What follows belongs to an exercise in optimizing a design on an open flow for small area; a production flow would make more cautious choices. At most, simulation tests tie the RTL to the original design; equivalence was not proved. For run 1, only the layout was checked, not whether the RTL still works. No activity file was given, so power comes from the tool's default toggle rates.

## flow/run.sh

```bash
#!/bin/bash
# synth_recipe.tcl (not shown) runs the flow's synth.tcl, then flattens the netlist and writes it again
# the make line also repeats each setting of config.mk as NAME=value (left out here)
make -C /OpenROAD-flow-scripts/flow DESIGN_CONFIG=/design/flow/config.mk WORK_HOME=/design/flow/orfs CLKGATE_MAP_FILE= SYNTH_SCRIPT=/design/flow/synth_recipe.tcl finish
```

## flow/config.mk

```make
export PLATFORM = sky130hd
export DESIGN_NAME = iperf_stats_top
export DESIGN_NICKNAME = iperf_stats_top
export VERILOG_FILES = /design/flow/design.v
export SDC_FILE = /design/flow/constraint.sdc
export NUM_CORES = 4
export LEC_CHECK = 0
export CAP_MARGIN = 20
export CORE_MARGIN = 2
export CORE_UTILIZATION = 55
export CTS_BUF_LIST = sky130_fd_sc_hd__clkbuf_4 sky130_fd_sc_hd__clkbuf_8
export SLEW_MARGIN = 20
```

## flow/constraint.sdc

```tcl
create_clock -name core_clock -period 4.0 [get_ports {ap_clk}]
set_input_delay 0.8000 -clock core_clock [delete_from_list [all_inputs] [get_ports {ap_clk}]]
set_output_delay 0.8000 -clock core_clock [all_outputs]
set_load 0.01 [all_outputs]
```

## flow/design.v

```verilog
`default_nettype none
`timescale 1ns/1ps
package iperf_stats_pkg;
  localparam int STACK_WIDTH = 64;  
  localparam int KEEP_WIDTH = STACK_WIDTH / 8;  
  localparam int BEAT_BYTES_WIDTH = $clog2(KEEP_WIDTH + 1);  
  localparam int BYTE_CNT_WIDTH = 48;
  localparam int EVENT_CNT_WIDTH = 32;
  localparam int CYCLE_CNT_WIDTH = 64;  
  localparam int TX_STATUS_WIDTH = 64;
  localparam int TX_STS_ERR_MSB = 63;
  localparam int TX_STS_ERR_LSB = 62;
  localparam int OPEN_STATUS_WIDTH = 24;
  localparam int OPEN_OK_BIT = 16;  
  localparam int READ_PKG_WIDTH = 32;
  localparam int READ_LEN_LSB = 16;
  localparam int READ_LEN_WIDTH = 16;
endpackage
`default_nettype wire
`timescale 1ns/1ps
`default_nettype none
module iperf_stats_top (
  input  wire logic                                          ap_clk,
  input  wire logic                                          ap_rst_n,
  input  wire logic                                          ap_start,
  input  wire logic [iperf_stats_pkg::CYCLE_CNT_WIDTH-1:0]   time_in_cycles,
  input  wire logic                                          stat_load,
  input  wire logic [iperf_stats_pkg::CYCLE_CNT_WIDTH-1:0]   stat_load_value,
  input  wire logic                                          rx_data_valid,
  input  wire logic                                          rx_data_ready,
  input  wire logic [iperf_stats_pkg::KEEP_WIDTH-1:0]        rx_data_keep,
  input  wire logic                                          rx_data_last,
  input  wire logic                                          tx_data_valid,
  input  wire logic                                          tx_data_ready,
  input  wire logic [iperf_stats_pkg::KEEP_WIDTH-1:0]        tx_data_keep,
  input  wire logic                                          tx_data_last,
  input  wire logic                                          tx_meta_valid,
  input  wire logic                                          tx_meta_ready,
  input  wire logic                                          tx_status_valid,
  input  wire logic                                          tx_status_ready,
  input  wire logic [iperf_stats_pkg::TX_STATUS_WIDTH-1:0]   tx_status_data,
  input  wire logic                                          open_status_valid,
  input  wire logic                                          open_status_ready,
  input  wire logic [iperf_stats_pkg::OPEN_STATUS_WIDTH-1:0] open_status_data,
  input  wire logic                                          read_pkg_valid,
  input  wire logic                                          read_pkg_ready,
  input  wire logic [iperf_stats_pkg::READ_PKG_WIDTH-1:0]    read_pkg_data,
  output logic                                               running,
  output logic                                               ap_done,
  output logic                                               ap_idle,
  output logic [iperf_stats_pkg::CYCLE_CNT_WIDTH-1:0]        exec_cycles,
  output logic [iperf_stats_pkg::BYTE_CNT_WIDTH-1:0]         rx_bytes,
  output logic [iperf_stats_pkg::BYTE_CNT_WIDTH-1:0]         tx_bytes,
  output logic [iperf_stats_pkg::EVENT_CNT_WIDTH-1:0]        rx_pkts,
  output logic [iperf_stats_pkg::EVENT_CNT_WIDTH-1:0]        tx_pkts,
  output logic [iperf_stats_pkg::EVENT_CNT_WIDTH-1:0]        tx_cmds,
  output logic [iperf_stats_pkg::EVENT_CNT_WIDTH-1:0]        tx_stss,
  output logic [iperf_stats_pkg::EVENT_CNT_WIDTH-1:0]        tx_stss_good,
  output logic [iperf_stats_pkg::EVENT_CNT_WIDTH-1:0]        open_stss,
  output logic [iperf_stats_pkg::EVENT_CNT_WIDTH-1:0]        open_oks,
  output logic [iperf_stats_pkg::BYTE_CNT_WIDTH-1:0]         rd_req_total
);
  localparam int CW = iperf_stats_pkg::CYCLE_CNT_WIDTH;
  localparam int BW = iperf_stats_pkg::BYTE_CNT_WIDTH;
  localparam int EW = iperf_stats_pkg::EVENT_CNT_WIDTH;
  logic          ap_start_q;
  logic [CW-1:0] run_len;
  logic          run_start;
  logic          clr;        
  logic          sel;        
  logic [CW-1:0] ld_val;     
  assign run_start = ap_start & ~ap_start_q;
  assign clr       = ~ap_rst_n | run_start;
  assign sel       = clr | stat_load;
  assign ld_val    = stat_load_value & {CW{~clr}};
  assign ap_idle = ~running & ~ap_done;
  always_ff @(posedge ap_clk) begin
    if (!ap_rst_n) begin
      ap_start_q <= 1'b0;
      running    <= 1'b0;
      ap_done    <= 1'b0;
    end else begin
      ap_start_q <= ap_start;
      if (run_start) begin
        running <= 1'b1;
        ap_done <= 1'b0;
      end else begin
        ap_done <= running & (exec_cycles == run_len);
        if (running & (exec_cycles == run_len)) running <= 1'b0;
      end
    end
  end
  always_ff @(posedge ap_clk) begin
    if (run_start) run_len <= time_in_cycles;
  end
  always_ff @(posedge ap_clk) begin
    exec_cycles <= sel ? ld_val : exec_cycles + {{(CW-1){1'b0}}, running};
  end
  logic [3:0]  rx_amt, tx_amt;
  logic        rx_pkt, tx_pkt, tx_cmd, tx_sts, tx_sts_good, open_sts, open_ok;
  logic [15:0] rd_amt;
  function automatic logic [3:0] count_keep(input logic [7:0] keep);
    logic [3:0] n;
    n = '0;
    for (int i = 0; i < 8; i++) n = n + {3'b000, keep[i]};
    count_keep = n;
  endfunction
  logic rx_hs, tx_hs, meta_hs, sts_hs, open_hs, rd_hs;
  assign rx_hs   = rx_data_valid & rx_data_ready & ap_rst_n;
  assign tx_hs   = tx_data_valid & tx_data_ready & ap_rst_n;
  assign meta_hs = tx_meta_valid & tx_meta_ready & ap_rst_n;
  assign sts_hs  = tx_status_valid & tx_status_ready & ap_rst_n;
  assign open_hs = open_status_valid & open_status_ready & ap_rst_n;
  assign rd_hs   = read_pkg_valid & read_pkg_ready & ap_rst_n;
  always_ff @(posedge ap_clk) begin
    rx_amt      <= count_keep(rx_data_keep) & {4{rx_hs}};
    tx_amt      <= count_keep(tx_data_keep) & {4{tx_hs}};
    rx_pkt      <= rx_hs & rx_data_last;
    tx_pkt      <= tx_hs & tx_data_last;
    tx_cmd      <= meta_hs;
    tx_sts      <= sts_hs;
    tx_sts_good <= sts_hs & (tx_status_data[63:62] == 2'b00);
    open_sts    <= open_hs;
    open_ok     <= open_hs & open_status_data[16];
    rd_amt      <= read_pkg_data[31:16] & {16{rd_hs}};
  end
  always_ff @(posedge ap_clk) begin
    rx_bytes     <= sel ? ld_val[BW-1:0] : rx_bytes + {{(BW-4){1'b0}}, rx_amt};
    tx_bytes     <= sel ? ld_val[BW-1:0] : tx_bytes + {{(BW-4){1'b0}}, tx_amt};
    rd_req_total <= sel ? ld_val[BW-1:0] : rd_req_total + {{(BW-16){1'b0}}, rd_amt};
    rx_pkts      <= sel ? ld_val[EW-1:0] : rx_pkts + {{(EW-1){1'b0}}, rx_pkt};
    tx_pkts      <= sel ? ld_val[EW-1:0] : tx_pkts + {{(EW-1){1'b0}}, tx_pkt};
    tx_cmds      <= sel ? ld_val[EW-1:0] : tx_cmds + {{(EW-1){1'b0}}, tx_cmd};
    tx_stss      <= sel ? ld_val[EW-1:0] : tx_stss + {{(EW-1){1'b0}}, tx_sts};
    tx_stss_good <= sel ? ld_val[EW-1:0] : tx_stss_good + {{(EW-1){1'b0}}, tx_sts_good};
    open_stss    <= sel ? ld_val[EW-1:0] : open_stss + {{(EW-1){1'b0}}, open_sts};
    open_oks     <= sel ? ld_val[EW-1:0] : open_oks + {{(EW-1){1'b0}}, open_ok};
  end
endmodule
`default_nettype wire
```

==> qor.yml, run 1 <==
cts_buffer_depth: 3
yosys-top-cells-area: "dfxtp_1, xor2_1, o21ai_0, xnor2_1, edfxtp_1"
powerDensity_nw_per_um2: 388.2
placementRows: 76
yosysSeqAreaShare: 0.4743
ir_worst_vdd_uv: 313.5
postCtsSetupRepairBufs: 0
cp_num_buf_inv: 3
drtAntennaViolNets: 0
finalHoldViolations: 0
cp_top_family: "adder cells"
cts_hold_buf: 0
grt_overflow: 0
synth_cell_types: 54
fin_skew_ns: 0.02457
fillers: 3088
synth_enable_flop_cells: 64
fp.dieW_um: 211.7
yosys.area.top_type_share: 0.3933
gp_congestion: 0.9465
yosysMostFrequentCell: "dfxtp_1"
stdcell_area_um2: 32420
r2r_slack_ns: 0.91
cpMaxStageDelayCell: "fa_1"
slew-limit-headroom: 0.3269
root_buffer: "clkbuf_8"
routed_wl_mm: 90.63
worstPathMaxFanout: 2
dp_hpwl_mm: 66.35
async_reset_ff_frac: 0
synth.avg_cell_area_um2: 9.187
drv_cap: 0
synth_cells: 2582
vias: 22390
grt_busiest_layer: "met2"
cts_buffers: 88
fin_util: 0.7575
path_cells: "clkdlybuf4s50_1 -> fa_1 -> inv_1 -> fa_1 -> fa_1 -> inv_1 -> ha_1 -> fa_1 -> xnor2_1 -> nor2_1"
fin_nets: 3545
start_util: 0.5544
cts-htree-levels: 3
die_h_um: 211.7
grt_use_total: 0.3927
fmax_mhz: 314.2
core_um2: 42790
grt_pass1_wl_mm: 131.4
grt_use_met2: 0.6148
post-synth-top-area-cell: "dfxtp_1"
synth_seq_cells: 530
crit_top_cell: "fa_1"
hold_path_class: "flop to flop"
clock_latency_ns: 0.65
cp.required_ns: 4.53
p_leak_uw: 0.01141
drive_above_1_share: 0.06433
syn_area_um2: 23720
drt-wirelength-per-cell_um: 23.62
yosys_warnings: 1
pre_cts_slack_ns: 0.1456
tightest_slew_ns: 1.010
grt_max_degree: 97
area_growth_pct: 36.65
rsz0062_at_grt: "no"
port_buffers: 615
cp_data_arrival_time_ns: 3.72
synth_fp_nets: 2921
drt_iter0_drc: 2117
first_pass_iters: 5
tritoncts: "built"
antenna_found_initial: 18
path_class: "input port to flop"
final-setup-viol-count: 0
netlist_top_cells_count: "dfxtp_1, o21ai_0, nand2_1, xor2_1, xnor2_1"
dieArea_um2: 44810
slowest_delay_ns: 0.57
cts.sinks: 530
drc: 0
slew_violations: 0
post_dp_cell_area_um2: 30410
synthFlopType: "dfxtp_1"
first_global_vias: 21320
cts_resized: 0
io_pins: 717
worst_slack_ns: 0.8168
status: "timing/DRC/antenna clean"
use_met3: 0.1316
tns_ns: 0
clk_pin_slew_ns: 0.06
end_kind: "flop"
grt_use_met1: 0.4723
start_kind: "input port"
vias_per_cell: 5.834
post-route-period-util: 0.7958
fin_crit_ns: 3.183
-- worst register-to-register path, cell delays in order (launching register included) --
cell	delay, ns
dfxtp_1	0.34
ha_1	0.26
fa_1	0.26
a21oi_1	0.12
o211ai_1	0.22
a21oi_1	0.19
a211o_1	0.55
a2111oi_0	0.76
xnor2_1	0.19
o21ai_0	0.09
-- per-stage QoR --
stage	cells	total power, µW	hold WS, ns
final	3837	12590	0.5370
after global routing	3831	12950	0.5671
after CTS	3826	12590	0.5378
after detailed placement	3662	7374	0.5249
after global placement	3662	7335	0.5061
after floorplan	2582	6500	0.5078
-- metal layers --
metal,part of all wire,vias to the layer above
met4,0.059,12
met5,0.00090,-
met3,0.11,282
met2,0.45,1172
li1,-,10190
met1,0.38,10730
-- cell families after synthesis --
kind of cell	count (synthesis)	synth area share
AND/OR/NAND/NOR	858	0.1793
flip-flops	530	0.4743
AO/OA/AOI/OAI	499	0.1111
XOR/XNOR	476	0.1757
buffers and inverters	162	0.02600
adder cells (fa/ha/maj)	57	0.03355
-- path summary, 6_finish.rpt --
| check | start | end | cells past startpoint |
|---|---|---|---|
| setup / recovery | tx_data_keep[0] | tx_amt[2]$_DFF_P_ | 10 |
| hold reg to reg | rx_pkt$_DFF_P_ | rx_pkts[0]$_DFF_P_ | 3 |
| setup reg to reg | rd_req_total[0]$_DFF_P_ | rd_req_total[42]$_DFF_P_ | 9 |
| hold / removal | rx_pkt$_DFF_P_ | rx_pkts[0]$_DFF_P_ | 3 |
-- area by class of cell --
type	instances	area [µm²]	share of cell area
inverters	56	210.2	0.006484
diodes	11	27.53	0.0008492
repair buffers	640	6394	0.1972
well taps	546	683.2	0.02107
multi-input cells	1890	11870	0.3663
flip-flops and latches	530	11250	0.3471
clock buffers	150	1852	0.05713
clock inverters	14	126.4	0.003898
-- sequential cells by signal (all words and copies together) (netlist names), 48 cells and up --
| register | flops |
|---|---|
| exec_cycles | 64 |
| rd_req_total | 48 |
| run_len | 64 |
| rx_bytes | 48 |
| tx_bytes | 48 |
-- power breakdown --
part	internal (µW)	total, µW	switching (µW)
sequential	5640	5920	279
combinational	716	1370	658
clock	3040	5290	2250
-- cells in the final DEF, fill, tap and decap left out, types with 9 or more instances in the layout --
| cell | synthesis | final |
|---|---|---|
| o21ai_1 | 10 | 10 |
| nor2b_1 | 12 | 12 |
| nand2_1 | 282 | 282 |
| nor4_1 | 18 | 17 |
| fa_1 | 11 | 11 |
| edfxtp_1 | 64 | 64 |
| o211ai_1 | 9 | 9 |
| a211oi_1 | 12 | 12 |
| diode_2 | 0 | 11 |
| xor2_1 | 241 | 241 |
| clkbuf_8 | 0 | 116 |
| and2_1 | 39 | 39 |
| ha_1 | 46 | 46 |
| clkdlybuf4s50_1 | 0 | 615 |
| clkinv_2 | 0 | 10 |
| xnor2_1 | 235 | 235 |
| buf_4 | 0 | 21 |
| clkbuf_4 | 0 | 34 |
| inv_1 | 56 | 55 |
| and4_1 | 18 | 18 |
| nor3_1 | 33 | 33 |
| a21oi_1 | 26 | 26 |
| o21ai_0 | 417 | 417 |
| nand4_1 | 85 | 85 |
| nand3_1 | 149 | 149 |
| nor2_1 | 112 | 111 |
| dfxtp_1 | 466 | 466 |
| and3_1 | 77 | 76 |
==> run 2: changes to the inputs <==
--- a/flow/design.v
+++ b/flow/design.v
@@ -68,11 +68,9 @@
   logic          run_start;
   logic          clr;        
   logic          sel;        
-  logic [CW-1:0] ld_val;     
   assign run_start = ap_start & ~ap_start_q;
   assign clr       = ~ap_rst_n | run_start;
   assign sel       = clr | stat_load;
-  assign ld_val    = stat_load_value & {CW{~clr}};
   assign ap_idle = ~running & ~ap_done;
   always_ff @(posedge ap_clk) begin
     if (!ap_rst_n) begin
@@ -92,9 +90,6 @@
   end
   always_ff @(posedge ap_clk) begin
     if (run_start) run_len <= time_in_cycles;
-  end
-  always_ff @(posedge ap_clk) begin
-    exec_cycles <= sel ? ld_val : exec_cycles + {{(CW-1){1'b0}}, running};
   end
   logic [3:0]  rx_amt, tx_amt;
   logic        rx_pkt, tx_pkt, tx_cmd, tx_sts, tx_sts_good, open_sts, open_ok;
@@ -124,17 +119,60 @@
     open_ok     <= open_hs & open_status_data[16];
     rd_amt      <= read_pkg_data[31:16] & {16{rd_hs}};
   end
+  logic          keep_cnt;   
+  logic [CW-1:0] ld_sel;     
+  assign keep_cnt = ~sel;
+  assign ld_sel   = stat_load_value & {CW{stat_load & ~clr}};
+  function automatic logic [CW:0] inc(input logic [CW-1:0] q, input logic cin, input int w);
+    logic [CW:0] c;
+    logic        bc;
+    logic [CW:0] r;
+    bc = cin;
+    c  = '0;
+    for (int i = 0; i < CW; i++) begin
+      if (i % 4 == 0) c[i] = bc;
+      else c[i] = c[i-1] & q[i-1];
+      if (i % 4 == 3) bc = bc & q[i] & q[i-1] & q[i-2] & q[i-3];
+    end
+    r = '0;
+    for (int i = 0; i < CW; i++) if (i < w) r[i] = q[i] ^ c[i];
+    r[CW] = bc;
+    inc = r;
+  endfunction
+  logic [CW:0] exec_inc;
+  assign exec_inc = inc(exec_cycles, running, CW);
   always_ff @(posedge ap_clk) begin
-    rx_bytes     <= sel ? ld_val[BW-1:0] : rx_bytes + {{(BW-4){1'b0}}, rx_amt};
-    tx_bytes     <= sel ? ld_val[BW-1:0] : tx_bytes + {{(BW-4){1'b0}}, tx_amt};
-    rd_req_total <= sel ? ld_val[BW-1:0] : rd_req_total + {{(BW-16){1'b0}}, rd_amt};
-    rx_pkts      <= sel ? ld_val[EW-1:0] : rx_pkts + {{(EW-1){1'b0}}, rx_pkt};
-    tx_pkts      <= sel ? ld_val[EW-1:0] : tx_pkts + {{(EW-1){1'b0}}, tx_pkt};
-    tx_cmds      <= sel ? ld_val[EW-1:0] : tx_cmds + {{(EW-1){1'b0}}, tx_cmd};
-    tx_stss      <= sel ? ld_val[EW-1:0] : tx_stss + {{(EW-1){1'b0}}, tx_sts};
-    tx_stss_good <= sel ? ld_val[EW-1:0] : tx_stss_good + {{(EW-1){1'b0}}, tx_sts_good};
-    open_stss    <= sel ? ld_val[EW-1:0] : open_stss + {{(EW-1){1'b0}}, open_sts};
-    open_oks     <= sel ? ld_val[EW-1:0] : open_oks + {{(EW-1){1'b0}}, open_ok};
+    exec_cycles  <= ld_sel | ({CW{keep_cnt}} & exec_inc[CW-1:0]);
+  end
+  logic [EW:0] rx_pkts_n, tx_pkts_n, tx_cmds_n, tx_stss_n, tx_stss_good_n, open_stss_n, open_oks_n;
+  logic [CW:0] t0, t1, t2, t3, t4, t5, t6;
+  assign t0 = inc({{(CW-EW){1'b0}}, rx_pkts}, rx_pkt, EW);
+  assign t1 = inc({{(CW-EW){1'b0}}, tx_pkts}, tx_pkt, EW);
+  assign t2 = inc({{(CW-EW){1'b0}}, tx_cmds}, tx_cmd, EW);
+  assign t3 = inc({{(CW-EW){1'b0}}, tx_stss}, tx_sts, EW);
+  assign t4 = inc({{(CW-EW){1'b0}}, tx_stss_good}, tx_sts_good, EW);
+  assign t5 = inc({{(CW-EW){1'b0}}, open_stss}, open_sts, EW);
+  assign t6 = inc({{(CW-EW){1'b0}}, open_oks}, open_ok, EW);
+  logic [4:0]  rx_lo, tx_lo;
+  logic [16:0] rd_lo;
+  logic [CW:0] rx_hi, tx_hi, rd_hi;
+  assign rx_lo = {1'b0, rx_bytes[3:0]} + {1'b0, rx_amt};
+  assign tx_lo = {1'b0, tx_bytes[3:0]} + {1'b0, tx_amt};
+  assign rd_lo = {1'b0, rd_req_total[15:0]} + {1'b0, rd_amt};
+  assign rx_hi = inc({{(CW-BW+4){1'b0}}, rx_bytes[BW-1:4]}, rx_lo[4], BW-4);
+  assign tx_hi = inc({{(CW-BW+4){1'b0}}, tx_bytes[BW-1:4]}, tx_lo[4], BW-4);
+  assign rd_hi = inc({{(CW-BW+16){1'b0}}, rd_req_total[BW-1:16]}, rd_lo[16], BW-16);
+  always_ff @(posedge ap_clk) begin
+    rx_bytes     <= ld_sel[BW-1:0] | ({BW{keep_cnt}} & {rx_hi[BW-5:0], rx_lo[3:0]});
+    tx_bytes     <= ld_sel[BW-1:0] | ({BW{keep_cnt}} & {tx_hi[BW-5:0], tx_lo[3:0]});
+    rd_req_total <= ld_sel[BW-1:0] | ({BW{keep_cnt}} & {rd_hi[BW-17:0], rd_lo[15:0]});
+    rx_pkts      <= ld_sel[EW-1:0] | ({EW{keep_cnt}} & t0[EW-1:0]);
+    tx_pkts      <= ld_sel[EW-1:0] | ({EW{keep_cnt}} & t1[EW-1:0]);
+    tx_cmds      <= ld_sel[EW-1:0] | ({EW{keep_cnt}} & t2[EW-1:0]);
+    tx_stss      <= ld_sel[EW-1:0] | ({EW{keep_cnt}} & t3[EW-1:0]);
+    tx_stss_good <= ld_sel[EW-1:0] | ({EW{keep_cnt}} & t4[EW-1:0]);
+    open_stss    <= ld_sel[EW-1:0] | ({EW{keep_cnt}} & t5[EW-1:0]);
+    open_oks     <= ld_sel[EW-1:0] | ({EW{keep_cnt}} & t6[EW-1:0]);
   end
 endmodule
 `default_nettype wire
==> flow/flow/run.sh (new file) <==
#!/bin/bash
# The standard layout, except that the port buffers use the smallest buffer cell
set -euo pipefail
export BUFFER_PORTS_ARGS="-buffer_cell sky130_fd_sc_hd__buf_1"
bash standard.sh > standard_make.log 2>&1
==> flow/standard.sh (new file) <==
#!/bin/bash
# synth_recipe.tcl (not shown) runs the flow's synth.tcl, then flattens the netlist and writes it again
# the make line also repeats each setting of config.mk as NAME=value (left out here)
make -C /OpenROAD-flow-scripts/flow DESIGN_CONFIG=/design/flow/config.mk WORK_HOME=/design/flow/orfs CLKGATE_MAP_FILE= SYNTH_SCRIPT=/design/flow/synth_recipe.tcl "${@:-finish}"
--- a/flow/config.mk
+++ b/flow/config.mk
@@ -7,6 +7,8 @@
 export LEC_CHECK = 0
 export CAP_MARGIN = 20
 export CORE_MARGIN = 2
-export CORE_UTILIZATION = 55
-export CTS_BUF_LIST = sky130_fd_sc_hd__clkbuf_4 sky130_fd_sc_hd__clkbuf_8
+export CORE_UTILIZATION = 65
+export CTS_BUF_LIST = sky130_fd_sc_hd__clkbuf_8
+export CTS_CLUSTER_DIAMETER = 60
+export CTS_CLUSTER_SIZE = 14
 export SLEW_MARGIN = 20
removed: flow/run.sh
==> qor.yml, run 2 <==
synth_enable_flop_cells: 64  # unchanged
synth_cell_types: 47  # was 54
synth_cells: 2254  # was 2582
yosys-top-cells-area: "dfxtp_1, ha_1, nand2_1, edfxtp_1, xnor2_1"  # was dfxtp_1, xor2_1, o21ai_0, xnor2_1, edfxtp_1
placementRows: 68  # was 76
status: "aborted with a tool error"  # was timing/DRC/antenna clean
synth_top_family_by_area: "adder cells"  # was simple AND/OR/NAND/NOR gates
fp.dieW_um: 192.2  # was 211.7 µm
muxShareOfSynthArea: 0  # unchanged
synth.avg_cell_area_um2: 10.21  # was 9.187 µm²
die_h_um: 192.2  # was 211.7 µm
synth_fa_ha_area_frac: 0.1922  # was 0.03355
firstError: "[ERROR PPL-0024] Number of IO pins (717) exceeds maximum number of available positions (688). Increase the die perimeter from 768.68um to 975.12um."
synth_fp_nets: 2883  # was 2921
netlist_top_cells_count: "nand2_1, dfxtp_1, ha_1, xnor2_1, o21ai_0"  # was dfxtp_1, o21ai_0, nand2_1, xor2_1, xnor2_1
yosysMostFrequentCell: "nand2_1"  # was dfxtp_1
post-synth-top-area-cell: "dfxtp_1"  # unchanged
haltStage: "3_2_place_iop"
async_reset_ff_frac: 0  # unchanged
synth_seq_cells: 530  # unchanged
yosys_warnings: 1  # unchanged
synth_xor_area_frac: 0.07002  # was 0.1757
start_util: 0.6630  # was 0.5544
yosys.area_share.simple: 0.1629  # was 0.1793
synthFlopType: "dfxtp_1"  # unchanged
synth-compound-area-share: 0.06388  # was 0.1111
yosysSeqAreaShare: 0.4888  # was 0.4743
yosys.area.top_type_share: 0.4053  # was 0.3933
syn_area_um2: 23020  # was 23720 µm²
-- run 2: cell families after synthesis --
kind of cell	after synthesis
buf+inv	136
simple gates	828
flops	530
compound gates	229
xor+xnor	184
fa+ha+maj	347
==> run 3: changes to the inputs <==
--- a/flow/config.mk
+++ b/flow/config.mk
@@ -7,8 +7,8 @@
 export LEC_CHECK = 0
 export CAP_MARGIN = 20
 export CORE_MARGIN = 2
-export CORE_UTILIZATION = 65
-export CTS_BUF_LIST = sky130_fd_sc_hd__clkbuf_8
-export CTS_CLUSTER_DIAMETER = 60
-export CTS_CLUSTER_SIZE = 14
+export CORE_UTILIZATION = 55
+export CTS_BUF_LIST = sky130_fd_sc_hd__clkbuf_16
+export CTS_CLUSTER_DIAMETER = 80
+export CTS_CLUSTER_SIZE = 25
 export SLEW_MARGIN = 20
==> qor.yml, run 3 <==
core_um2: 41110
dp_hpwl_mm: 55.05
async_reset_ff_frac: 0  # unchanged
stdcell_area_um2: 26710
grt_pass1_wl_mm: 105.8
cts.sinks: 530
vias_per_cell: 5.484
p_int_uw: 7382
end_kind: "flop"
syn_area_um2: 23020  # unchanged
cts_hold_buf: 0
slew_violations: 0
worstSetupStartpoint: "rd_req_total[0]$_DFF_P_"
io_pins: 717
pwr-share-seq: 0.580
path_class: "flop to flop"
drt-wirelength-per-cell_um: 21.18
p_switching_uw: 2691
first_global_vias: 17520
post_dp_cell_area_um2: 25800
port_buffers: 615
drtAntennaViolNets: 0
fillers: 3616
yosys-top-cells-area: "dfxtp_1, ha_1, nand2_1, edfxtp_1, xnor2_1"  # unchanged
sw_frac_of_total: 0.2671
fin_util: 0.6497
cts_buffers: 28
drt_iter0_drc: 1161
grt_overflow: 0
cts-htree-levels: 1
cp_data_arrival_time_ns: 3.95
synth_enable_flop_cells: 64  # unchanged
ir_worst_vdd_uv: 250.7
start_kind: "flop"
routed_wl_mm: 71.50
post-synth-top-area-cell: "dfxtp_1"  # unchanged
cp.required_ns: 4.45
clockPowerShare: 0.323
dieArea_um2: 43500
synth.avg_cell_area_um2: 10.21  # unchanged
tightest_slew_ns: 0.9767
yosys_warnings: 1  # unchanged
synth_fp_nets: 2883  # unchanged
synth_cell_types: 47  # unchanged
grt_max_degree: 77
rsz0062_at_grt: "no"
worstPathMaxFanout: 4
synth_cells: 2254  # unchanged
slew-limit-headroom: 0.3488
hold_ws_ns: 0.3556
yosys.area.top_type_share: 0.4053  # unchanged
final_common_cell: "buf_1"
grt_use_total: 0.3187
drc: 0
synth_seq_cells: 530  # unchanged
fmax_mhz: 285.6
drive_above_1_share: 0.03069
die_h_um: 208.6  # was 192.2 µm
postCtsSetupRepairBufs: 0
first_pass_iters: 5
area_growth_pct: 16.05
start_util: 0.5599  # was 0.6630
layout_common_cells: "buf_1, nand2_1, dfxtp_1"
p_leak_uw: 0.01266
root_buffer: "clkbuf_16"
tns_ns: 0
cts_buffer_depth: 3
cts_resized: 0
powerDensity_nw_per_um2: 377.1
yosysMostFrequentCell: "nand2_1"  # unchanged
fin_skew_ns: 0.02306
finalHoldViolations: 0
final-setup-viol-count: 0
drv_cap: 0
placementRows: 74  # was 68
largest_registers: "exec_cycles: 64 flops, run_len: 64 flops"
tritoncts: "built"
fp.dieW_um: 208.6  # was 192.2 µm
synthFlopType: "dfxtp_1"  # unchanged
fin_nets: 3447
netlist_top_cells_count: "nand2_1, dfxtp_1, ha_1, xnor2_1, o21ai_0"  # unchanged
hold_path_class: "input port to flop"
clock_latency_ns: 0.60
yosysSeqAreaShare: 0.4888  # unchanged
p_comb_frac: 0.096
worst_hold_startpoint: "tx_status_data[63]"
gp_congestion: 0.9249
reg2reg_from: "rd_req_total[0]$_DFF_P_"
clk_pin_slew_ns: 0.10
status: "timing/DRC/antenna clean"  # was aborted with a tool error
fin_crit_ns: 3.502
vias: 18510
post-route-period-util: 0.8755
antenna_found_initial: 9
## run 3: cell counts after synthesis
No cell type changed its count.
## run 3: layer usage
metal / GRT usage / vias up / share of wire
li1: - / 8835 / -
met4: 0.1389 / 2 / 0.049
met3: 0.08196 / 155 / 0.084
met1: 0.3885 / 8848 / 0.40
met2: 0.5338 / 674 / 0.47
met5: 0 / - / 0.00021
## run 3: cell families after synthesis
kind of cell,after synthesis,share of synthesized area
simple gates,828,0.1629
flops,530,0.4888
fa+ha+maj,347,0.1922
compound gates,229,0.06388
xor+xnor,184,0.07002
buf+inv,136,0.02218
## run 3: per-stage QoR
stage | setup WS [ns] | power [µW] | std cells
after detailed placement | 0.5007 | 6933 | 3320
final | 0.4982 | 10070 | 3376
after floorplan | 0.8138 | 6449 | 2254
after global placement | 0.5401 | 6903 | 3320
after CTS | 0.4721 | 10130 | 3367
after global routing | 0.2157 | 10450 | 3375
## run 3: worst paths after layout
kind	endpoint	slack (ns)	cells after the start
worst max-delay path	rd_req_total[47]$_DFF_P_	0.50	15
worst min-delay path	tx_sts_good$_DFF_P_	0.36	2
worst max register to register	rd_req_total[47]$_DFF_P_	0.50	15
worst min register to register	rd_req_total[0]$_DFF_P_	0.55	3
## run 3: power groups by stage
stage | clock network (µW) | registers [µW] | logic (µW)
detailed placement | 0 | 5970 | 965
global route | 3500 | 5880 | 1070
floorplan | 0 | 6010 | 443
global placement | 0 | 5950 | 948
CTS | 3310 | 5840 | 971
finish | 3260 | 5850 | 970
## run 3: critical path, cell delays in order (launching register included)
cell	delay [ns]
dfxtp_1	0.33
ha_1	0.22
fa_1	0.43
a211oi_1	0.35
o21bai_1	0.15
a21oi_2	0.26
o31ai_2	0.18
o31ai_4	0.36
inv_2	0.08
nand2_2	0.11
nor3_1	0.09
ha_1	0.18
ha_1	0.18
ha_1	0.19
xnor2_1	0.14
o21ai_0	0.08
## run 3: final cells by class
cell class                 instances  area [µm²]  area share
antenna                            9       22.52   0.0008432
clock buffer                      30       750.7     0.02811
clock inverter                    17       131.4    0.004919
inverter                          44       165.2    0.006184
multi-input combinational       1588       11270      0.4219
sequential                       530       11250      0.4212
tap                              532       665.6     0.02492
timing repair buffer             626        2454     0.09186
==> run 4: changes to the inputs <==
==> flow/flow/run.sh (replaced) <==
#!/bin/bash
# The standard layout with two changes:
#  - synthesis maps the logic with an area-oriented ABC script (flow/abc_area.script);
#    everything else in synthesis, including the registers, is the standard flow's own script
#  - the port buffers use the smallest buffer cell
set -euo pipefail
here=$(pwd)
export AREA_ABC_SCRIPT=$here/flow/abc_area.script
export FLOW_SYNTH_TCL=$here/synth_recipe.tcl
export BUFFER_PORTS_ARGS="-buffer_cell sky130_fd_sc_hd__buf_1"
sed "s#SYNTH_SCRIPT=[^ ]*#SYNTH_SCRIPT=$here/flow/synth_area.tcl#" standard.sh > standard_area.sh
grep -q "SYNTH_SCRIPT=$here/flow/synth_area.tcl" standard_area.sh
bash standard_area.sh > standard_make.log 2>&1
==> flow/flow/abc_area.script (new file) <==
strash
&get -n
&st
&dch -f
&nf -a -R 1000
&put
topo
stime -c
==> flow/flow/synth_area.tcl (new file) <==
# The standard flow's synthesis (synth_recipe.tcl in the work folder), with an area-oriented ABC script
proc abc {args} {
  set i [lsearch -exact $args -script]
  if { $i >= 0 } {
    lset args [expr { $i + 1 }] $::env(AREA_ABC_SCRIPT)
  }
  yosys abc {*}$args
}
source $::env(FLOW_SYNTH_TCL)
--- a/flow/config.mk
+++ b/flow/config.mk
@@ -8,7 +8,7 @@
 export CAP_MARGIN = 20
 export CORE_MARGIN = 2
 export CORE_UTILIZATION = 55
-export CTS_BUF_LIST = sky130_fd_sc_hd__clkbuf_16
-export CTS_CLUSTER_DIAMETER = 80
-export CTS_CLUSTER_SIZE = 25
+export CTS_BUF_LIST = sky130_fd_sc_hd__clkbuf_8 sky130_fd_sc_hd__clkbuf_16
+export CTS_CLUSTER_DIAMETER = 60
+export CTS_CLUSTER_SIZE = 16
 export SLEW_MARGIN = 20
==> qor.yml, run 4 <==
synth_cells: 2125  # was 2254
root_buffer: "clkbuf_16"  # unchanged
cts_buffers: 42  # was 28
syn_area_um2: 22310  # was 23020 µm²
yosys.area.top_type_share: 0.4181  # was 0.4053
clk_pin_slew_ns: 0.07  # was 0.10 ns
fp.dieW_um: 205.4  # was 208.6 µm
cts.sinks: 530  # unchanged
async_reset_ff_frac: 0  # unchanged
core_um2: 39910  # was 41110 µm²
powerDensity_nw_per_um2: 404.4  # was 377.1 nW/µm²
fin_crit_ns: 3.842  # was 3.502 ns
pwr-share-seq: 0.528  # was 0.580
grt_use_total: 0.3259  # was 0.3187
p_int_uw: 8258  # was 7382 µW
clockPowerShare: 0.384  # was 0.323
placementRows: 73  # was 74
tritoncts: "built"  # unchanged
drtAntennaViolNets: 0  # unchanged
p_leak_uw: 0.01322  # was 0.01266 µW
cts-htree-levels: 2  # was 1
largest_registers: "exec_cycles: 64 flops, run_len: 64 flops"  # unchanged
vias_per_cell: 5.388  # was 5.484
final-setup-viol-count: 0  # unchanged
area_growth_pct: 22.41  # was 16.05%
first_pass_iters: 5  # unchanged
routed_wl_mm: 70.01  # was 71.50 mm
p_switching_uw: 2787  # was 2691 µW
grt_overflow: 0  # unchanged
netlist_top_cells_count: "nand2_1, dfxtp_1, ha_1, xnor2_1, o21ai_0"  # unchanged
fillers: 3341  # was 3616
synthFlopType: "dfxtp_1"  # unchanged
cts_hold_buf: 0  # unchanged
ir_worst_vdd_uv: 412.1  # was 250.7 µV
grt_max_degree: 104  # was 77
cp_data_arrival_time_ns: 4.32  # was 3.95 ns
path_class: "flop to flop"  # unchanged
yosysMostFrequentCell: "nand2_1"  # unchanged
gp_congestion: 0.8676  # was 0.9249
yosys-top-cells-area: "dfxtp_1, ha_1, nand2_1, edfxtp_1, xnor2_1"  # unchanged
drc: 0  # unchanged
post-route-period-util: 0.9604  # was 0.8755
fin_nets: 3462  # was 3447
yosys_warnings: 1  # unchanged
fin_util: 0.6843  # was 0.6497
tightest_slew_ns: 0.7884  # was 0.9767 ns
hold_path_class: "input port to flop"  # unchanged
slew_violations: 0  # unchanged
end_kind: "flop"  # unchanged
fin_skew_ns: 0.01406  # was 0.02306 ns
synth_enable_flop_cells: 64  # unchanged
cts_buffer_depth: 3  # unchanged
sw_frac_of_total: 0.2523  # was 0.2671
cp.required_ns: 4.47  # was 4.45 ns
first_global_vias: 17880  # was 17520
slew-limit-headroom: 0.4695  # was 0.3488
multiInputGateArea_um2: 11140  # was 11270 µm²
fmax_mhz: 260.3  # was 285.6 MHz
clock_latency_ns: 0.58  # was 0.60 ns
rsz0062_at_grt: "no"  # unchanged
vias: 18300  # was 18510
power.total_uw: 11050  # was 10070 µW
drt-wirelength-per-cell_um: 20.61  # was 21.18 µm
port_buffers: 615  # unchanged
yosysSeqAreaShare: 0.5043  # was 0.4888
p_comb_frac: 0.088  # was 0.096
io_pins: 717  # unchanged
final-seq-area_um2: 11250  # about the same
synth_cell_types: 27  # was 47
drive_above_1_share: 0.04969  # was 0.03069
start_kind: "flop"  # unchanged
drt_iter0_drc: 1028  # was 1161
synth.avg_cell_area_um2: 10.50  # was 10.21 µm²
synth_seq_cells: 530  # unchanged
synth_fp_nets: 2754  # was 2883
finalHoldViolations: 0  # unchanged
dieArea_um2: 42190  # was 43500 µm²
layout_common_cells: "buf_1, nand2_1, dfxtp_1"  # unchanged
drv_cap: 0  # unchanged
worstPathMaxFanout: 3  # was 4
start_util: 0.5590  # was 0.5599
post-synth-top-area-cell: "dfxtp_1"  # unchanged
die_h_um: 205.4  # was 208.6 µm
antenna_found_initial: 17  # was 9
status: "timing/DRC/antenna clean"  # unchanged
tns_ns: 0  # unchanged
final_common_cell: "buf_1"  # unchanged
grt_pass1_wl_mm: 103.7  # was 105.8 mm
dp_hpwl_mm: 54.02  # was 55.05 mm
[run 4: changes by cell type after synthesis, moves of 26 or more]
cell / delta
clkbuf_1: -92
xnor2_1: -29
clkinv_1: +33
nand4_1: -28
inv_1: -42
xor2_1: +31
and3_1: +42
and2_0: +26
[run 4: path summary, 6_finish.rpt]
path | from | end | depth (start not counted) | slack (ns)
worst max register to register | rx_bytes[0]$_DFF_P_ | rx_bytes[46]$_DFF_P_ | 13 | 0.16
worst min-delay path | time_in_cycles[32] | run_len[32]$_DFFE_PP_ | 1 | 0.38
worst min register to register | rx_amt[0]$_DFF_P_ | rx_bytes[0]$_DFF_P_ | 3 | 0.54
worst max-delay path | rx_bytes[0]$_DFF_P_ | rx_bytes[46]$_DFF_P_ | 13 | 0.16
[run 4: metrics by stage]
step	cells	worst slack (ns)	hold slack [ns]	cell area, µm²
after floorplan	2125	-0.5926	0.5062	22340
after global placement	3305	-0.3450	0.5149	25690
after detailed placement	3305	-0.4452	0.5238	25690
after CTS	3377	0.0005169	0.3517	27140
after global routing	3393	0.002709	0.3568	27300
final	3397	0.1584	0.3823	27310
[run 4: logic make-up (layout without fill, tap and decap cells)]
kind of cell,Yosys count,after routing,share of synthesized area
other,0,14,0
buffers and inverters,33,766,0.005552
and+or+nand+nor,814,814,0.1588
AOI/OAI and AO/OA,215,215,0.06006
DFF,530,530,0.5043
xor gates and xnor gates,186,186,0.07301
adders and majority gates,347,347,0.1983
[run 4: metal layers]
metal / part of all wire / GRT usage / vias up
met5: 0.00081 / 0 / -
met4: 0.048 / 0.1411 / 8
met3: 0.094 / 0.1140 / 158
met2: 0.48 / 0.5632 / 602
met1: 0.37 / 0.3630 / 8704
li1: - / - / 8831
[run 4: repair_timing]
action,4_1_cts,5_1_grt
pin swaps,9,15
setup endpoints to repair,10,16
setup buffers,3,6
gates resized for setup,15,17
[run 4: worst max-delay path, stage by stage, from the launching register on]
cell     delay [ns]
dfxtp_1        0.33
ha_1           0.19
fa_1           0.23
a21o_1         0.13
a21oi_1        0.15
nor3_1         0.43
nand3_1        0.30
nor4_1         0.51
nand3_1        0.24
nor4_1         0.43
ha_1           0.22
ha_1           0.14
ha_1           0.22
a22o_1         0.22
[run 4: power groups by stage]
stage,Sequential [µW],Combinational [µW],Clock [µW]
2_1_floorplan,6000,422,0
3_3_place_gp,5940,947,0
3_5_place_dp,5950,971,0
4_1_cts,5830,981,4310
5_1_grt,5860,1090,4520
6_report,5830,975,4240
[run 4: cell type report]
cell class	count	area share
multi-input combinational	1562	0.4078
clock inverter	21	0.007238
timing repair buffer	664	0.1007
antenna	14	0.001283
tap	525	0.02405
clock buffer	48	0.04233
inverter	33	0.004535
sequential	530	0.4120
==> run 5: changes to the inputs <==
==> flow/flow/run.sh (replaced) <==
#!/bin/bash
# The standard layout with two changes:
#  - synthesis maps the logic with an area-oriented ABC script (flow/abc_area.script) and
#    leaves adders to ABC instead of first mapping them to the library's adder cells;
#    everything else in synthesis, including the registers, is the standard flow's own script
#  - the port buffers use the smallest buffer cell
set -euo pipefail
here=$(pwd)
export AREA_ABC_SCRIPT=$here/flow/abc_area.script
export FLOW_SYNTH_TCL=$here/synth_recipe.tcl
export BUFFER_PORTS_ARGS="-buffer_cell sky130_fd_sc_hd__buf_1"
sed "s#SYNTH_SCRIPT=[^ ]*#SYNTH_SCRIPT=$here/flow/synth_area.tcl ADDER_MAP_FILE=#" standard.sh > standard_area.sh
grep -q "SYNTH_SCRIPT=$here/flow/synth_area.tcl" standard_area.sh
bash standard_area.sh > standard_make.log 2>&1
==> flow/flow/abc_area.script (replaced) <==
strash
dc2
&get -n
&st
&dch -f
&nf -a -R 1000
&put
topo
stime -c
--- a/flow/config.mk
+++ b/flow/config.mk
@@ -8,7 +8,7 @@
 export CAP_MARGIN = 20
 export CORE_MARGIN = 2
 export CORE_UTILIZATION = 55
-export CTS_BUF_LIST = sky130_fd_sc_hd__clkbuf_8 sky130_fd_sc_hd__clkbuf_16
-export CTS_CLUSTER_DIAMETER = 60
-export CTS_CLUSTER_SIZE = 16
+export CTS_BUF_LIST = sky130_fd_sc_hd__clkbuf_8
+export CTS_CLUSTER_DIAMETER = 50
+export CTS_CLUSTER_SIZE = 15
 export SLEW_MARGIN = 20
==> qor.yml, run 5 <==
status: "aborted with a tool error"  # was timing/DRC/antenna clean
haltStage: "3_2_place_iop"
firstError: "[ERROR PPL-0024] Number of IO pins (717) exceeds maximum number of available positions (702). Increase the die perimeter from 784.74um to 975.12um."
async_reset_ff_frac: 0  # unchanged
yosys_warnings: 1  # unchanged
yosys-top-cells-area: "dfxtp_1, edfxtp_1, o31ai_1, a21oi_1, nand2_1"  # was dfxtp_1, ha_1, nand2_1, edfxtp_1, xnor2_1
fp.dieW_um: 196.2  # was 205.4 µm
syn_area_um2: 20310  # was 22310 µm²
yosysSeqAreaShare: 0.5538  # was 0.5043
start_util: 0.5562  # was 0.5590
yosysMostFrequentCell: "dfxtp_1"  # was nand2_1
yosys.area.top_type_share: 0.4592  # was 0.4181
synth_enable_flop_cells: 64  # unchanged
synth_cell_types: 26  # was 27
netlist_top_cells_count: "dfxtp_1, a21oi_1, nand2_1, o31ai_1, o21ai_0"  # was nand2_1, dfxtp_1, ha_1, xnor2_1, o21ai_0
post-synth-top-area-cell: "dfxtp_1"  # unchanged
synth_seq_cells: 530  # unchanged
die_h_um: 196.2  # was 205.4 µm
synth_fp_nets: 2436  # was 2754
synthFlopType: "dfxtp_1"  # unchanged
synth_cells: 2154  # was 2125
synth.avg_cell_area_um2: 9.431  # was 10.50 µm²
placementRows: 70  # was 73
-- run 5: cell types whose count changed after synthesis, sizes merged, moves of 88 or more --
cell   change
nor2     +123
nand2    -295
o31ai    +251
ha       -336
and3      +88
and2     +115
a21oi    +262
xnor2     -91
-- run 5: cells by family after synthesis --
group / synth area share
DFF: 0.5538
buffers and inverters: 0.002587
adders and majority gates: 0.004435
and+or+nand+nor: 0.1803
xor gates and xnor gates: 0.04354
AOI/OAI and AO/OA: 0.2153
==> run 6: changes to the inputs <==
--- a/flow/config.mk
+++ b/flow/config.mk
@@ -6,9 +6,9 @@
 export NUM_CORES = 4
 export LEC_CHECK = 0
 export CAP_MARGIN = 20
-export CORE_MARGIN = 2
-export CORE_UTILIZATION = 55
+export CORE_AREA = 12 12 194 194
 export CTS_BUF_LIST = sky130_fd_sc_hd__clkbuf_8
 export CTS_CLUSTER_DIAMETER = 50
 export CTS_CLUSTER_SIZE = 15
+export DIE_AREA = 0 0 206 206
 export SLEW_MARGIN = 20
==> qor.yml, run 6 <==
synth_seq_cells: 530  # unchanged
placementRows: 66  # was 70
fp.dieW_um: 206  # was 196.2 µm
cts.sinks: 530
pre_cts_slack_ns: -3.294
worst-ep-kind: "register data pin"
placedCellCount: 3526
grt_use_total: 0.7470
synth_cells: 2154  # unchanged
haltStage: "5_1_grt"  # was 3_2_place_iop
grt_max_degree: 72
firstError: "[ERROR GRT-0232] Routing congestion too high. Check the congestion heatmap in the GUI."  # was [ERROR PPL-0024] Number of IO pins (717) exceeds maximum number of available positions (702). Increase the die perimeter from 784.74um to 975.12um.
gp_congestion: 0.9793
syn_area_um2: 20310  # unchanged
cts-htree-levels: 2
yosysMostFrequentCell: "dfxtp_1"  # unchanged
yosys.area.top_type_share: 0.4592  # unchanged
netlist_top_cells_count: "dfxtp_1, a21oi_1, nand2_1, o31ai_1, o21ai_0"  # unchanged
yosysSeqAreaShare: 0.5538  # unchanged
port_buffers: 615
status: "aborted with a tool error"  # unchanged
synth_enable_flop_cells: 64  # unchanged
synthFlopType: "dfxtp_1"  # unchanged
cts_buffers: 46
async_reset_ff_frac: 0  # unchanged
post-synth-top-area-cell: "dfxtp_1"  # unchanged
grt_overflow: 18
io_pins: 717
synth_cell_types: 26  # unchanged
yosys_warnings: 1  # unchanged
synth_fp_nets: 2436  # unchanged
root_buffer: "clkbuf_8"
yosys-top-cells-area: "dfxtp_1, edfxtp_1, o31ai_1, a21oi_1, nand2_1"  # unchanged
synth.avg_cell_area_um2: 9.431  # unchanged
die_h_um: 206  # was 196.2 µm
grt-worst-endpoint: "exec_cycles[63]$_DFF_P_/D"
dp_hpwl_mm: 67.05
start_util: 0.6244  # was 0.5562
cts_buffer_depth: 3
==> run 6: cell counts after synthesis <==
No cell type changed its count.
==> run 6: kinds of logic after synthesis <==
group	synth area share
XOR/XNOR	0.04354
flip-flops	0.5538
AND/OR/NAND/NOR	0.1803
AO/OA/AOI/OAI	0.2153
adder cells (fa/ha/maj)	0.004435
buffers and inverters	0.002587
==> run 6: worst min path at each step <==
stage	start	endpoint	cells past startpoint
after detailed placement	tx_cmds[31]$_DFF_P_	tx_cmds[31]$_DFF_P_	2
after floorplan	running$_SDFFE_PN0P_	ap_done$_SDFF_PP0_	2
after global placement	rx_bytes[47]$_DFF_P_	rx_bytes[47]$_DFF_P_	2
after CTS	time_in_cycles[19]	run_len[19]$_DFFE_PP_	1
==> run 6: metal layers <==
layer	GRT overflow	global-route usage
met1	1	0.6914
met2	10	0.8884
met3	1	0.6766
met4	6	0.7567
met5	0	0.4554
==> run 6: power by group through the flow <==
stage	Sequential [µW]	Combinational [µW]	Clock, µW
after floorplan	6020	427	0
after global placement	5930	1070	0
after detailed placement	5950	1100	0
after CTS	5830	1150	3230
==> run 6: per-stage QoR <==
step / area, µm² / hold WS [ns] / setup TNS [ns] / total power (µW)
floorplan: 21400 / 0.4960 / -141.64 / 6450
global placement: 26720 / 0.4762 / -136.75 / 6994
detailed placement: 26720 / 0.4817 / -152.01 / 7051
CTS: 29930 / 0.3195 / -138.79 / 10220
==> run 6: repair_timing <==
item / CTS
buffers inserted: 273
setup endpoints to repair: 114
pin swaps: 110
resized for setup: 79
hold buffers: 0
==> run 7: changes to the inputs <==
--- a/flow/config.mk
+++ b/flow/config.mk
@@ -7,8 +7,8 @@
 export LEC_CHECK = 0
 export CAP_MARGIN = 20
 export CORE_AREA = 12 12 194 194
-export CTS_BUF_LIST = sky130_fd_sc_hd__clkbuf_8
-export CTS_CLUSTER_DIAMETER = 50
-export CTS_CLUSTER_SIZE = 15
+export CTS_BUF_LIST = sky130_fd_sc_hd__clkbuf_16
+export CTS_CLUSTER_DIAMETER = 80
+export CTS_CLUSTER_SIZE = 25
 export DIE_AREA = 0 0 206 206
 export SLEW_MARGIN = 20
==> qor.yml, run 7 <==
status: "aborted with a tool error"  # unchanged
haltStage: "5_1_grt"  # unchanged
firstError: "[ERROR GRT-0116] Global routing finished with congestion. Check the congestion regions in the DRC Viewer."  # was [ERROR GRT-0232] Routing congestion too high. Check the congestion heatmap in the GUI.
grt_use_total: 0.7540
yosysMostFrequentCell: "dfxtp_1"  # unchanged
yosys_warnings: 1  # unchanged
root_buffer: "clkbuf_16"  # was clkbuf_8
first_global_vias: 31430
dp_hpwl_mm: 67.05  # unchanged
synth_enable_flop_cells: 64  # unchanged
synth_cell_types: 26  # unchanged
cts_hold_buf: 0  # unchanged
cts-htree-levels: 1  # was 2
netlist_top_cells_count: "dfxtp_1, a21oi_1, nand2_1, o31ai_1, o21ai_0"  # unchanged
start_util: 0.6244  # unchanged
cts_buffers: 25  # was 46
gp_congestion: 0.9793  # unchanged
placementRows: 66  # unchanged
die_h_um: 206  # unchanged
yosys-top-cells-area: "dfxtp_1, edfxtp_1, o31ai_1, a21oi_1, nand2_1"  # unchanged
synth_fp_nets: 2436  # unchanged
grt_pass1_wl_mm: 233.0
port_buffers: 615  # unchanged
syn_area_um2: 20310  # unchanged
synth_seq_cells: 530  # unchanged
io_pins: 717  # unchanged
grt_max_degree: 72
synthFlopType: "dfxtp_1"  # unchanged
fp.dieW_um: 206  # unchanged
synth.avg_cell_area_um2: 9.431  # unchanged
post_dp_cell_area_um2: 26720  # unchanged
async_reset_ff_frac: 0  # unchanged
yosys.area.top_type_share: 0.4592  # unchanged
post-synth-top-area-cell: "dfxtp_1"  # unchanged
synth_cells: 2154  # unchanged
cts_buffer_depth: 3  # unchanged
cts.sinks: 530  # unchanged
grt_overflow: 8
yosysSeqAreaShare: 0.5538  # unchanged
[run 7: cell families after synthesis]
group / count (synthesis) / share of synthesized area
compound gates: 740 / 0.2153
simple gates: 760 / 0.1803
xor+xnor: 101 / 0.04354
buf+inv: 14 / 0.002587
flops: 530 / 0.5538
fa+ha+maj: 9 / 0.004435
[run 7: layer usage]
layer	GRT usage	overflow
met4	0.7181	7
met3	0.7057	0
met1	0.7105	0
met5	0.5458	0
met2	0.8775	1
[run 7: worst min path at each step]
| stage | start | to | depth (start not counted) |
|---|---|---|---|
| floorplan | running$_SDFFE_PN0P_ | ap_done$_SDFF_PP0_ | 2 |
| global placement | rx_bytes[47]$_DFF_P_ | rx_bytes[47]$_DFF_P_ | 2 |
| detailed placement | tx_cmds[31]$_DFF_P_ | tx_cmds[31]$_DFF_P_ | 2 |
| CTS | time_in_cycles[36] | run_len[36]$_DFFE_PP_ | 1 |
[run 7: stage by stage]
stage,utilization,hold slack (ns),power [µW],std cells,setup WS (ns)
detailed placement,0.8212,0.4817,7051,3526,-3.294
floorplan,-,0.4960,6450,2154,-3.694
CTS,0.9395,0.3610,9850,3948,-3.067
global placement,0.8212,0.4762,6994,3526,-3.100
[run 7: power groups by stage]
stage | sequential [µW] | clock [µW] | combinational [µW]
3_5_place_dp | 5950 | 0 | 1100
4_1_cts | 5830 | 2860 | 1160
2_1_floorplan | 6020 | 0 | 427
3_3_place_gp | 5930 | 0 | 1070
[run 7: repair_timing]
action                                  4_1_cts
cloned                                        0
gates resized for setup                      96
endpoints found under the setup margin      113
setup buffers                               381
pin swaps                                   110
==> run 8: changes to the inputs <==
--- a/flow/design.v
+++ b/flow/design.v
@@ -123,29 +123,62 @@
   logic [CW-1:0] ld_sel;     
   assign keep_cnt = ~sel;
   assign ld_sel   = stat_load_value & {CW{stat_load & ~clr}};
-  function automatic logic [CW:0] inc(input logic [CW-1:0] q, input logic cin, input int w);
-    logic [CW:0] c;
-    logic        bc;
-    logic [CW:0] r;
-    bc = cin;
-    c  = '0;
+  function automatic logic [CW-1:0] inc(input logic [CW-1:0] q, input logic cin, input int w);
+    logic [CW/4-1:0]  p4;    
+    logic [CW/16-1:0] p16;   
+    logic [CW/16-1:0] cg;    
+    logic [CW/4-1:0]  cb;    
+    logic [CW-1:0]    c;
+    logic [CW-1:0]    r;
+    for (int b = 0; b < CW/4; b++) p4[b] = &q[4*b +: 4];
+    for (int g = 0; g < CW/16; g++) p16[g] = &p4[4*g +: 4];
+    for (int g = 0; g < CW/16; g++) begin
+      cg[g] = cin;
+      for (int k = 0; k < g; k++) cg[g] = cg[g] & p16[k];
+    end
+    for (int b = 0; b < CW/4; b++) begin
+      cb[b] = cg[b/4];
+      for (int k = 4*(b/4); k < b; k++) cb[b] = cb[b] & p4[k];
+    end
     for (int i = 0; i < CW; i++) begin
-      if (i % 4 == 0) c[i] = bc;
+      if (i % 4 == 0) c[i] = cb[i/4];
       else c[i] = c[i-1] & q[i-1];
-      if (i % 4 == 3) bc = bc & q[i] & q[i-1] & q[i-2] & q[i-3];
     end
     r = '0;
     for (int i = 0; i < CW; i++) if (i < w) r[i] = q[i] ^ c[i];
-    r[CW] = bc;
     inc = r;
   endfunction
-  logic [CW:0] exec_inc;
+  function automatic logic [CW-1:0] inc_late(input logic [CW-1:0] q, input logic cin, input int w);
+    logic [CW/4-1:0]  p4;
+    logic [CW/16-1:0] p16;
+    logic [CW/16-1:0] xg;    
+    logic [CW/4-1:0]  xb;    
+    logic [CW-1:0]    x;     
+    logic [CW-1:0]    r;
+    for (int b = 0; b < CW/4; b++) p4[b] = &q[4*b +: 4];
+    for (int g = 0; g < CW/16; g++) p16[g] = &p4[4*g +: 4];
+    for (int g = 0; g < CW/16; g++) begin
+      xg[g] = 1'b1;
+      for (int k = 0; k < g; k++) xg[g] = xg[g] & p16[k];
+    end
+    for (int b = 0; b < CW/4; b++) begin
+      xb[b] = xg[b/4];
+      for (int k = 4*(b/4); k < b; k++) xb[b] = xb[b] & p4[k];
+    end
+    for (int i = 0; i < CW; i++) begin
+      x[i] = xb[i/4];
+      for (int k = 4*(i/4); k < i; k++) x[i] = x[i] & q[k];
+    end
+    r = '0;
+    for (int i = 0; i < CW; i++) if (i < w) r[i] = q[i] ^ (cin & x[i]);
+    inc_late = r;
+  endfunction
+  logic [CW-1:0] exec_inc;
   assign exec_inc = inc(exec_cycles, running, CW);
   always_ff @(posedge ap_clk) begin
     exec_cycles  <= ld_sel | ({CW{keep_cnt}} & exec_inc[CW-1:0]);
   end
-  logic [EW:0] rx_pkts_n, tx_pkts_n, tx_cmds_n, tx_stss_n, tx_stss_good_n, open_stss_n, open_oks_n;
-  logic [CW:0] t0, t1, t2, t3, t4, t5, t6;
+  logic [CW-1:0] t0, t1, t2, t3, t4, t5, t6;
   assign t0 = inc({{(CW-EW){1'b0}}, rx_pkts}, rx_pkt, EW);
   assign t1 = inc({{(CW-EW){1'b0}}, tx_pkts}, tx_pkt, EW);
   assign t2 = inc({{(CW-EW){1'b0}}, tx_cmds}, tx_cmd, EW);
@@ -155,13 +188,13 @@
   assign t6 = inc({{(CW-EW){1'b0}}, open_oks}, open_ok, EW);
   logic [4:0]  rx_lo, tx_lo;
   logic [16:0] rd_lo;
-  logic [CW:0] rx_hi, tx_hi, rd_hi;
+  logic [CW-1:0] rx_hi, tx_hi, rd_hi;
   assign rx_lo = {1'b0, rx_bytes[3:0]} + {1'b0, rx_amt};
   assign tx_lo = {1'b0, tx_bytes[3:0]} + {1'b0, tx_amt};
   assign rd_lo = {1'b0, rd_req_total[15:0]} + {1'b0, rd_amt};
   assign rx_hi = inc({{(CW-BW+4){1'b0}}, rx_bytes[BW-1:4]}, rx_lo[4], BW-4);
   assign tx_hi = inc({{(CW-BW+4){1'b0}}, tx_bytes[BW-1:4]}, tx_lo[4], BW-4);
-  assign rd_hi = inc({{(CW-BW+16){1'b0}}, rd_req_total[BW-1:16]}, rd_lo[16], BW-16);
+  assign rd_hi = inc_late({{(CW-BW+16){1'b0}}, rd_req_total[BW-1:16]}, rd_lo[16], BW-16);
   always_ff @(posedge ap_clk) begin
     rx_bytes     <= ld_sel[BW-1:0] | ({BW{keep_cnt}} & {rx_hi[BW-5:0], rx_lo[3:0]});
     tx_bytes     <= ld_sel[BW-1:0] | ({BW{keep_cnt}} & {tx_hi[BW-5:0], tx_lo[3:0]});
==> flow/flow/abc_area.script (replaced) <==
strash
&get -n
&nf -a -R 1000
&put
topo
stime -c
--- a/flow/config.mk
+++ b/flow/config.mk
@@ -6,7 +6,7 @@
 export NUM_CORES = 4
 export LEC_CHECK = 0
 export CAP_MARGIN = 20
-export CORE_AREA = 12 12 194 194
+export CORE_AREA = 4 4 202 202
 export CTS_BUF_LIST = sky130_fd_sc_hd__clkbuf_16
 export CTS_CLUSTER_DIAMETER = 80
 export CTS_CLUSTER_SIZE = 25
==> qor.yml, run 8 <==
io_pins: 717  # unchanged
cts_hold_buf: 0  # unchanged
fin_cells: 3543
first_pass_iters: 6
post-synth-top-area-cell: "dfxtp_1"  # unchanged
yosysSeqAreaShare: 0.5084  # was 0.5538
finalHoldViolations: 0
placedCellCount: 3482  # was 3526
start_util: 0.5713  # was 0.6244
grt_pass1_wl_mm: 113.0
slew-limit-headroom: 0.4121
dieArea_um2: 42440
antenna_found_initial: 7
slew_violations: 0
drive_above_1_share: 0.02518
hold_ws_ns: 0.3487
die_h_um: 206  # unchanged
final-seq-area_um2: 11250
tritoncts: "built"
cts-htree-levels: 1  # unchanged
stdcell_area_um2: 26350
root_buffer: "clkbuf_16"  # unchanged
cp.required_ns: 4.53
crit_top_cell: "o21ai_0"
postCtsSetupRepairBufs: 0  # was 381
fin_nets: 3278
tightest_slew_ns: 0.8797
hold_path_class: "input port to flop"
cts.sinks: 530  # unchanged
grt_use_total: 0.3430
reg2reg_from: "rx_bytes[1]$_DFF_P_"
status: "timing/DRC/antenna clean"  # was aborted with a tool error
clk_pin_slew_ns: 0.10
synth.avg_cell_area_um2: 9.497  # was 9.431 µm²
drc: 0
cts_resized: 0  # was 96
tns_ns: 0
cp_data_arrival_time_ns: 3.65
fillers: 3346
worstPathMaxFanout: 7
first_global_vias: 18880
start_kind: "flop"
ir_worst_vdd_uv: 394.9
path_cells: "xnor2_1 -> o21ai_0 -> a31oi_1 -> nor4_2 -> buf_4 -> nand2_1 -> or2_0 -> nor2_1 -> and2_0 -> nand3_1 -> xor2_1 -> o21ai_0"
cts_buffer_depth: 3  # unchanged
powerDensity_nw_per_um2: 396.7
vias: 20280
drt-wirelength-per-cell_um: 21.74
cpMaxStageDelayCell: "dfxtp_1"
yosysMostFrequentCell: "dfxtp_1"  # unchanged
min_path_cells: 1
post_dp_cell_area_um2: 25320  # was 26720 µm²
yosys.area.top_type_share: 0.4216  # was 0.4592
area_growth_pct: 19.07
fmax_mhz: 321.3
final_common_cell: "buf_1"
fin_crit_ns: 3.112
synthFlopType: "dfxtp_1"  # unchanged
worst_hold_startpoint: "time_in_cycles[26]"
synth_seq_cells: 530  # unchanged
clock_latency_ns: 0.61
p_leak_uw: 0.009252
yosys-top-cells-area: "dfxtp_1, o21ai_0, edfxtp_1, xor2_1, xnor2_1"  # was dfxtp_1, edfxtp_1, o31ai_1, a21oi_1, nand2_1
placementRows: 72  # was 66
final-setup-viol-count: 0
cts_buffers: 30  # was 25
synth_cells: 2330  # was 2154
r2r_slack_ns: 0.89
end_kind: "flop"
gp_congestion: 0.9757  # was 0.9793
routed_wl_mm: 77.01
core_um2: 38740
vias_per_cell: 5.725
drtAntennaViolNets: 0
dp_hpwl_mm: 58.60  # was 67.05 mm
port_buffers: 615  # unchanged
synth_fp_nets: 2612  # was 2436
async_reset_ff_frac: 0  # unchanged
path_class: "flop to flop"
timing.rr.end: "rx_bytes[47]$_DFF_P_"
synth_cell_types: 33  # was 26
netlist_top_cells_count: "dfxtp_1, o21ai_0, nand2_1, xor2_1, xnor2_1"  # was dfxtp_1, a21oi_1, nand2_1, o31ai_1, o21ai_0
yosys_warnings: 1  # unchanged
post-route-period-util: 0.7781
grt_max_degree: 117
drv_cap: 0
slowest_delay_ns: 0.44
fp.dieW_um: 206  # unchanged
grt_overflow: 0
rsz0062_at_grt: "no"
hold_end: "run_len[26]$_DFFE_PP_"
r2r_cells: 12
largest_registers: "exec_cycles: 64 flops, run_len: 64 flops"
synth_enable_flop_cells: 64  # unchanged
layout_common_cells: "buf_1, dfxtp_1, o21ai_0"
syn_area_um2: 22130  # was 20310 µm²
fin_skew_ns: 0.02332
multiInputGateArea_um2: 10710
drt_iter0_drc: 1567
## run 8: how the worst max path moves through the flow
stage / to / slack, ns / start / cells past startpoint
6_report: rx_bytes[47]$_DFF_P_ / 0.89 / rx_bytes[1]$_DFF_P_ / 12
5_1_grt: rx_bytes[47]$_DFF_P_ / 0.61 / rx_bytes[1]$_DFF_P_ / 12
4_1_cts: rx_bytes[47]$_DFF_P_ / 0.93 / rx_bytes[1]$_DFF_P_ / 12
3_5_place_dp: rx_bytes[47]$_DFF_P_ / 0.97 / rx_bytes[1]$_DFF_P_ / 12
3_3_place_gp: rx_bytes[47]$_DFF_P_ / 1.07 / rx_bytes[1]$_DFF_P_ / 12
2_1_floorplan: rd_req_total[24]$_DFF_P_ / 0.77 / rd_req_total[1]$_DFF_P_ / 8
## run 8: kinds of logic (layout without fill, tap and decap cells)
family	after synthesis	in the layout	synth area share
simple gates	739	739	0.1658
flops	530	530	0.5084
buf+inv	57	745	0.009669
other cells	0	7	0
fa+ha+maj	8	8	0.003619
xor+xnor	427	427	0.1690
compound gates	569	569	0.1435
## run 8: area by class of cell
class / instances / share of cell area
sequential: 530 / 0.4270
clock inverter: 22 / 0.008025
clock buffer: 32 / 0.03039
multi-input combinational: 1743 / 0.4063
timing repair buffer: 634 / 0.09492
tap: 518 / 0.02460
inverter: 57 / 0.008120
antenna: 7 / 0.0006648
## run 8: metal layers
metal	GRT usage	up-vias	part of all wire
li1	-	9580	-
met1	0.4266	9703	0.39
met2	0.5684	818	0.46
met3	0.08677	181	0.094
met4	0.1466	2	0.054
met5	0	-	0.00018
## run 8: critical path, delay by kind of cell (launching register included)
kind	cells	cell delay (ns)
buffers and inverters	1	0.22
AND/OR/NAND/NOR	6	1.34
AO/OA/AOI/OAI	3	0.74
flip-flops	1	0.44
XOR/XNOR	2	0.30
## run 8: through the flow
stage	power, µW	utilization	setup WS (ns)
3_5_place_dp	7019	0.6536	0.9667
4_1_cts	10480	0.6797	0.9299
6_report	10450	0.6802	0.8878
3_3_place_gp	6990	0.6536	1.071
2_1_floorplan	6517	-	0.7653
5_1_grt	10800	0.6801	0.6142
## run 8: where the power goes
part,leakage (µW),internal (µW),switching (µW)
sequential,0.00442,5630,272
combinational,0.00431,373,637
clock,0.000515,1590,1950

## separate check: timing with driven ports
Ports are ideal in the flow. The routed layouts listed here were re-timed in OpenROAD.
Step 1 (the two cells are an assumption about what drives the block):
set clk [get_ports {ap_clk}]
set_driving_cell -lib_cell sky130_fd_sc_hd__clkbuf_16 $clk
set_driving_cell -lib_cell sky130_fd_sc_hd__buf_2 [delete_from_list [all_inputs] $clk]
Step 2 times the ports against the registers' clock, not the clock port: input delays grow and output delays shrink by t, the midpoint of the rising clock arrivals with the driver on.
a / b / c = ideal / step 1 / step 2; a / b = the first two.
run	shift t [ns]	setup WS [ns]	worst setup path after step 2	worst slew at a driven data input, ns
run 1	0.700	0.817 / 0.852 / 0.152	input to register	0.10
run 3	0.651	0.498 / 0.498 / 0.498	register to register	0.11
run 4	0.631	0.158 / 0.158 / 0.158	register to register	0.12
run 8	0.659	0.888 / 0.888 / 0.888	register to register	0.10
After both steps every run listed still meets setup and hold. The setup slack of run 1, which loses most, moves by +0.035 ns with the drivers and by -0.665 ns with both steps.
